Source: an optimization exercise on an open RTL-to-GDS flow (aim: small area, a short achievable clock period and few clock cycles per item). Production flows keep margins and buffers that such runs may drop. Function was checked by simulation only, so behaviour that the tests miss may differ from the original. Power and IR drop assume default switching activity.

job 7710:
==> flow/design.v <==
package rfc_pkg;
   localparam int DEPTH      = 16;
   localparam int ELEM_WIDTH = 32;
   localparam int PTR_W      = (DEPTH > 1) ? $clog2(DEPTH) : 1;
   localparam int CNT_W      = $clog2(DEPTH + 1);
   localparam int CAP_W      = 5;
   localparam int DATA_W     = 32;
   localparam int STAT_W     = 32;
   localparam int OCC_W      = 5;
   localparam logic [CAP_W-1:0] CAP_RESET = CAP_W'(16);
   localparam logic OP_ENQ = 1'b0;
   localparam logic OP_DEQ = 1'b1;
   localparam logic STATUS_DONE   = 1'b0;
   localparam logic STATUS_REJECT = 1'b1;
   typedef struct packed {
      logic clear;
      logic enq_ok;
      logic enq_full;
      logic deq_ok;
      logic deq_empty;
   } stat_evt_type;
   function automatic logic [CNT_W-1:0] eff_cap(input logic [CAP_W-1:0] cap);
      logic [CNT_W-1:0] res;
      if (cap == '0) begin
         res = CNT_W'(1);
      end else if (int'(cap) > DEPTH) begin
         res = CNT_W'(DEPTH);
      end else begin
         res = CNT_W'(cap);
      end
      eff_cap = res;
   endfunction
   function automatic logic [PTR_W-1:0] next_ptr(input logic [PTR_W-1:0] ptr,
                                                 input logic [CNT_W-1:0] cap);
      logic [CNT_W:0] nx;
      nx = (CNT_W+1)'(ptr) + (CNT_W+1)'(1);
      next_ptr = (nx >= (CNT_W+1)'(cap)) ? '0 : PTR_W'(nx);
   endfunction
endpackage
module rfc_ram #(
   parameter int WIDTH  = 32,
   parameter int DEPTH  = 16,
   parameter int ADDR_W = 4
) (
   input  logic              clock,
   input  logic              wr_en,
   input  logic [ADDR_W-1:0] wr_addr,
   input  logic [WIDTH-1:0]  wr_data,
   input  logic [DEPTH-1:0]  rd_sel,
   output logic [WIDTH-1:0]  rd_data
);
   logic [WIDTH-1:0] mem_ff [DEPTH];
   always_ff @(posedge clock) begin
      if (wr_en) begin
         mem_ff[wr_addr] <= wr_data;
      end
   end
   always_comb begin
      rd_data = '0;
      for (int i = 0; i < DEPTH; i++) begin
         rd_data |= mem_ff[i] & {WIDTH{rd_sel[i]}};
      end
   end
endmodule
module rfc_stats (
   input  logic                         clock,
   input  logic                         reset,
   input  rfc_pkg::stat_evt_type        evt,
   output logic [rfc_pkg::STAT_W-1:0]   enq_ok_cnt,
   output logic [rfc_pkg::STAT_W-1:0]   enq_full_cnt,
   output logic [rfc_pkg::STAT_W-1:0]   deq_ok_cnt,
   output logic [rfc_pkg::STAT_W-1:0]   deq_empty_cnt
);
   logic [rfc_pkg::STAT_W-1:0] enq_ok_ff;
   logic [rfc_pkg::STAT_W-1:0] enq_full_ff;
   logic [rfc_pkg::STAT_W-1:0] deq_ok_ff;
   logic [rfc_pkg::STAT_W-1:0] deq_empty_ff;
   function automatic logic [rfc_pkg::STAT_W-1:0] sat_inc(
      input logic [rfc_pkg::STAT_W-1:0] v);
      logic [rfc_pkg::STAT_W:0] s;
      s = {1'b0, v} + (rfc_pkg::STAT_W+1)'(1);
      sat_inc = s[rfc_pkg::STAT_W-1:0] | {rfc_pkg::STAT_W{s[rfc_pkg::STAT_W]}};
   endfunction
   always_ff @(posedge clock) begin
      if (reset || evt.clear) begin
         enq_ok_ff    <= '0;
         enq_full_ff  <= '0;
         deq_ok_ff    <= '0;
         deq_empty_ff <= '0;
      end else begin
         if (evt.enq_ok)    enq_ok_ff    <= sat_inc(enq_ok_ff);
         if (evt.enq_full)  enq_full_ff  <= sat_inc(enq_full_ff);
         if (evt.deq_ok)    deq_ok_ff    <= sat_inc(deq_ok_ff);
         if (evt.deq_empty) deq_empty_ff <= sat_inc(deq_empty_ff);
      end
   end
   assign enq_ok_cnt    = enq_ok_ff;
   assign enq_full_cnt  = enq_full_ff;
   assign deq_ok_cnt    = deq_ok_ff;
   assign deq_empty_cnt = deq_empty_ff;
endmodule
module ring_fifo_with_counters (
   input  logic                          clock,
   input  logic                          reset,
   input  logic                          csr_wr_en,
   input  logic [rfc_pkg::CAP_W-1:0]     csr_wr_data,
   input  logic                          req_valid,
   output logic                          req_stall,
   input  logic                          req_op,
   input  logic [rfc_pkg::DATA_W-1:0]    req_data_in,
   output logic                          rsp_valid,
   input  logic                          rsp_stall,
   output logic                          rsp_status,
   output logic [rfc_pkg::DATA_W-1:0]    rsp_data_out,
   output logic                          rsp_is_empty,
   output logic                          rsp_is_full,
   output logic [rfc_pkg::OCC_W-1:0]     rsp_occupancy,
   output logic [rfc_pkg::STAT_W-1:0]    rsp_enqueue_count,
   output logic [rfc_pkg::STAT_W-1:0]    rsp_enqueue_full_count,
   output logic [rfc_pkg::STAT_W-1:0]    rsp_dequeue_count,
   output logic [rfc_pkg::STAT_W-1:0]    rsp_dequeue_empty_count
);
   logic [rfc_pkg::CNT_W-1:0]       cap_ff;      
   logic [rfc_pkg::PTR_W-1:0]       wptr_ff;
   logic [rfc_pkg::DEPTH-1:0]       rsel_ff;     
   logic [rfc_pkg::CNT_W-1:0]       fill_ff;
   logic                            empty_ff;
   logic                            full_ff;
   logic                            rsp_valid_ff;
   logic                            status_ff;
   logic [rfc_pkg::DATA_W-1:0]      data_ff;
   logic                            accept;
   logic                            is_enq, is_deq;
   logic [rfc_pkg::CNT_W-1:0]       fill_in;
   rfc_pkg::stat_evt_type           evt;
   logic [rfc_pkg::ELEM_WIDTH-1:0]  rd_data;
   assign req_stall = rsp_valid_ff && rsp_stall;
   assign accept    = req_valid && !req_stall;
   assign is_enq    = accept && (req_op == rfc_pkg::OP_ENQ);
   assign is_deq    = accept && (req_op == rfc_pkg::OP_DEQ);
   always_comb begin
      evt.clear     = csr_wr_en;
      evt.enq_ok    = is_enq && !full_ff;
      evt.enq_full  = is_enq && full_ff;
      evt.deq_ok    = is_deq && !empty_ff;
      evt.deq_empty = is_deq && empty_ff;
   end
   always_comb begin
      fill_in = fill_ff;
      if (evt.enq_ok) fill_in = fill_ff + rfc_pkg::CNT_W'(1);
      if (evt.deq_ok) fill_in = fill_ff - rfc_pkg::CNT_W'(1);
   end
   always_ff @(posedge clock) begin
      if (reset) begin
         cap_ff       <= rfc_pkg::CNT_W'(rfc_pkg::DEPTH);
         wptr_ff      <= '0;
         rsel_ff      <= rfc_pkg::DEPTH'(1);
         fill_ff      <= '0;
         empty_ff     <= 1'b1;
         full_ff      <= 1'b0;
         rsp_valid_ff <= 1'b0;
      end else if (csr_wr_en) begin
         cap_ff       <= rfc_pkg::eff_cap(csr_wr_data);
         wptr_ff      <= '0;
         rsel_ff      <= rfc_pkg::DEPTH'(1);
         fill_ff      <= '0;
         empty_ff     <= 1'b1;
         full_ff      <= 1'b0;
         rsp_valid_ff <= 1'b0;
      end else begin
         rsp_valid_ff <= accept || req_stall;
         if (evt.enq_ok) wptr_ff <= wptr_ff + rfc_pkg::PTR_W'(1);
         if (evt.deq_ok) rsel_ff <= {rsel_ff[rfc_pkg::DEPTH-2:0], rsel_ff[rfc_pkg::DEPTH-1]};
         fill_ff  <= fill_in;
         empty_ff <= (fill_in == '0);
         full_ff  <= (fill_in == cap_ff);
      end
   end
   always_ff @(posedge clock) begin
      if (!req_stall) begin
         status_ff <= (req_op == rfc_pkg::OP_ENQ) ? full_ff : empty_ff;
         data_ff   <= ((req_op == rfc_pkg::OP_DEQ) && !empty_ff) ? rd_data : '0;
      end
   end
   rfc_ram #(
      .WIDTH  (rfc_pkg::ELEM_WIDTH),
      .DEPTH  (rfc_pkg::DEPTH),
      .ADDR_W (rfc_pkg::PTR_W)
   ) u_ram (
      .clock   (clock),
      .wr_en   (!fill_ff[rfc_pkg::CNT_W-1]),
      .wr_addr (wptr_ff),
      .wr_data (req_data_in[rfc_pkg::ELEM_WIDTH-1:0]),
      .rd_sel  (rsel_ff),
      .rd_data (rd_data)
   );
   rfc_stats u_stats (
      .clock         (clock),
      .reset         (reset),
      .evt           (evt),
      .enq_ok_cnt    (rsp_enqueue_count),
      .enq_full_cnt  (rsp_enqueue_full_count),
      .deq_ok_cnt    (rsp_dequeue_count),
      .deq_empty_cnt (rsp_dequeue_empty_count)
   );
   assign rsp_valid     = rsp_valid_ff;
   assign rsp_status    = status_ff;
   assign rsp_data_out  = data_ff;
   assign rsp_is_empty  = empty_ff;
   assign rsp_is_full   = full_ff;
   assign rsp_occupancy = rfc_pkg::OCC_W'(fill_ff);
endmodule
==> flow/config.mk <==
export PLATFORM = sky130hd
export DESIGN_NAME = ring_fifo_with_counters
export DESIGN_NICKNAME = ring_fifo_with_counters
export VERILOG_FILES = /design/flow/design.v
export SDC_FILE = /design/flow/constraint.sdc
export NUM_CORES = 4
export LEC_CHECK = 0
export ABC_CLOCK_PERIOD_IN_PS = 2200
export CAP_MARGIN = 20
export CORE_MARGIN = 2
export CORE_UTILIZATION = 75
export SETUP_SLACK_MARGIN = 1.9
export SLEW_MARGIN = 20
==> flow/constraint.sdc <==
create_clock -name core_clock -period 4.0 [get_ports {clock}]
set_input_delay 0.8000 -clock core_clock [delete_from_list [all_inputs] [get_ports {clock}]]
set_output_delay 0.8000 -clock core_clock [all_outputs]
set_load 0.01 [all_outputs]
standard.sh (not shown) runs the stock make flow with config.mk's settings and CLKGATE_MAP_FILE= SYNTH_SCRIPT=/design/flow/synth_recipe.tcl, a recipe that flattens the netlist after the stock synthesis.
==> flow/flow/run.sh <==
#!/bin/bash
# Own layout flow: the standard ORFS layout (standard.sh), except that the
# ports are buffered with a plain buffer cell instead of the resizer's default
# pick (a slow delay cell).
set -euo pipefail
export BUFFER_PORTS_ARGS="-buffer_cell sky130_fd_sc_hd__buf_2"
bash standard.sh > flow_make.log 2>&1
Testbench counts of job 7710, summed over its fixed seeds: cycles 14,424, items 14,400.
Edits applied to the flow inputs when going from job 7710 to job 594:
# job 7710
export LEC_CHECK = 0
export ABC_CLOCK_PERIOD_IN_PS = 2200
export CAP_MARGIN = 20
export CORE_MARGIN = 2
export CORE_UTILIZATION = 75
export SETUP_SLACK_MARGIN = 1.9
export SLEW_MARGIN = 20
create_clock -name core_clock -period 4.0 [get_ports {clock}]
# job 594
export LEC_CHECK = 0
export ABC_CLOCK_PERIOD_IN_PS = 2200
export CAP_MARGIN = 20
export CORE_MARGIN = 2
export CORE_UTILIZATION = 65
export CTS_CLUSTER_DIAMETER = 70
export CTS_CLUSTER_SIZE = 35
export SETUP_SLACK_MARGIN = 2.1
export SLEW_MARGIN = 20
create_clock -name core_clock -period 4.0 [get_ports {clock}]
## What came out
Each of the runs, namely job 7710 and job 594, reached the end of the flow and came out clean. Job 594 vs. job 7710: routed wire length per instance went down by 6.2%. Re share of final layout cell area taken by non-clock buffers: job 7710 was lower than job 594. Summary of job 594 over job 7710: via count lost 254, total power lost 2.1 mW. Diff job 7710 and job 594: total number of cells along the worst setup path lower in job 7710.
#### Input delta (job 1562 over job 594)
# job 594
export LEC_CHECK = 0
export ABC_CLOCK_PERIOD_IN_PS = 2200
export CAP_MARGIN = 20
export CORE_MARGIN = 2
export CORE_UTILIZATION = 65
export CTS_CLUSTER_DIAMETER = 70
export CTS_CLUSTER_SIZE = 35
export SETUP_SLACK_MARGIN = 2.1
export SLEW_MARGIN = 20
create_clock -name core_clock -period 4.0 [get_ports {clock}]
# job 1562
export LEC_CHECK = 0
export ABC_CLOCK_PERIOD_IN_PS = 1600
export CAP_MARGIN = 20
export CORE_MARGIN = 2
export CORE_UTILIZATION = 65
export CTS_CLUSTER_DIAMETER = 70
export CTS_CLUSTER_SIZE = 35
export SETUP_SLACK_MARGIN = 2.0
export SLEW_MARGIN = 20
create_clock -name core_clock -period 4.0 [get_ports {clock}]
Notes after the runs:
In summary, job 1562 completed successfully, with a layout that passed the timing, design-rule and antenna checks.
On setup slack, job 1562 does better than job 594.
In the reports for job 594 and job 1562, the smaller remaining max-slew budget at the tightest pin belongs to job 1562.
Sort job 594 and job 1562 by total of clock buffers placed in the layout desc -> top: job 594
Looking at number of clock buffers inserted by TritonCTS, job 1562 sits 2.7% lower than job 594 does.
On job 1562: part of the total power dissipated in the clock network is 1.1 points lower than what job 594 gave.
Taking job 1562 as 1.0, job 594 lands at 1.3 on total met3 wirelength after detailed routing.
Taking job 594 as the reference, in job 1562 number of instances on the worst hold path shows an increase of 1; count of cell instances traversed by the critical path shows a reduction of 6; final critical path time including I/O delays and setup shows a reduction of 80 ps.
On total power, job 594 loses to job 1562.
Input changes introduced in job 7505 (baseline for comparison: job 1562):
# job 1562
export LEC_CHECK = 0
export ABC_CLOCK_PERIOD_IN_PS = 1600
export CAP_MARGIN = 20
export CORE_MARGIN = 2
export CORE_UTILIZATION = 65
export CTS_CLUSTER_DIAMETER = 70
export CTS_CLUSTER_SIZE = 35
export SETUP_SLACK_MARGIN = 2.0
export SLEW_MARGIN = 20
create_clock -name core_clock -period 4.0 [get_ports {clock}]
# job 7505
export LEC_CHECK = 0
export ABC_CLOCK_PERIOD_IN_PS = 2200
export CAP_MARGIN = 20
export CORE_MARGIN = 2
export CORE_UTILIZATION = 65
export SETUP_SLACK_MARGIN = 1.5
export SLEW_MARGIN = 20
create_clock -name core_clock -period 4.0 [get_ports {clock}]
Results
Against job 1562, job 7505 reports a relative max-transition margin that is lower. In job 7505, the power came out 17% above the value in job 1562. Looking only at number of buffers created by CTS, and setting everything else aside, the lower value of job 1562 and job 7505 goes to job 1562. The final reports for job 7505 and job 1562 show depth of the CTS H-tree higher in the former. The final reports for job 7505 and job 1562 show critical path depth lower in the former. ~same total wirelength of the detailed-routed design in job 1562 and job 7505. Going from job 1562 to job 7505, final net count essentially unchanged; area taken by flip-flops and latches fell about 0.6%. As far as cell area after synthesis goes, job 1562 and job 7505 are indistinguishable; the numbers are identical.

-- afterwards: timing with drivers on the ports --
Ports are ideal in the flow. The routed layouts listed here were re-timed in OpenROAD. Step 1: set_driving_cell puts a clkbuf_16 on clock and a buf_2 on each other input, an assumption about the parent block. Step 2 adds t to the input delays and takes it off the output delays; t is the mean of the earliest and latest rising clock arrival at the registers after step 1. Input paths then give back, and output paths get back, about the clock's delay inside the block. a / b / c = no drivers / after step 1 / after step 2; a / b = the first two.
| run | shift t [ns] | slack for setup (ns) | worst hold slack (ns) | latest minus earliest clock arrival (ns) |
|---|---|---|---|---|
| job 7710 | 0.643 | 1.806 / 1.750 / 1.316 | 0.462 / 0.430 / 0.503 | 0.051 / 0.051 |
| job 594 | 0.643 | 1.912 / 1.912 / 1.369 | 0.470 / 0.448 / 0.470 | 0.044 / 0.043 |
| job 1562 | 0.635 | 1.992 / 1.933 / 1.405 | 0.470 / 0.436 / 0.482 | 0.039 / 0.039 |
| job 7505 | 0.636 | 1.591 / 1.533 / 1.179 | 0.471 / 0.471 / 0.490 | 0.016 / 0.016 |
After both steps setup and hold are still met in every run listed. The setup slack of job 1562, which loses most, moves by -0.059 ns with the drivers and by -0.587 ns with both steps.
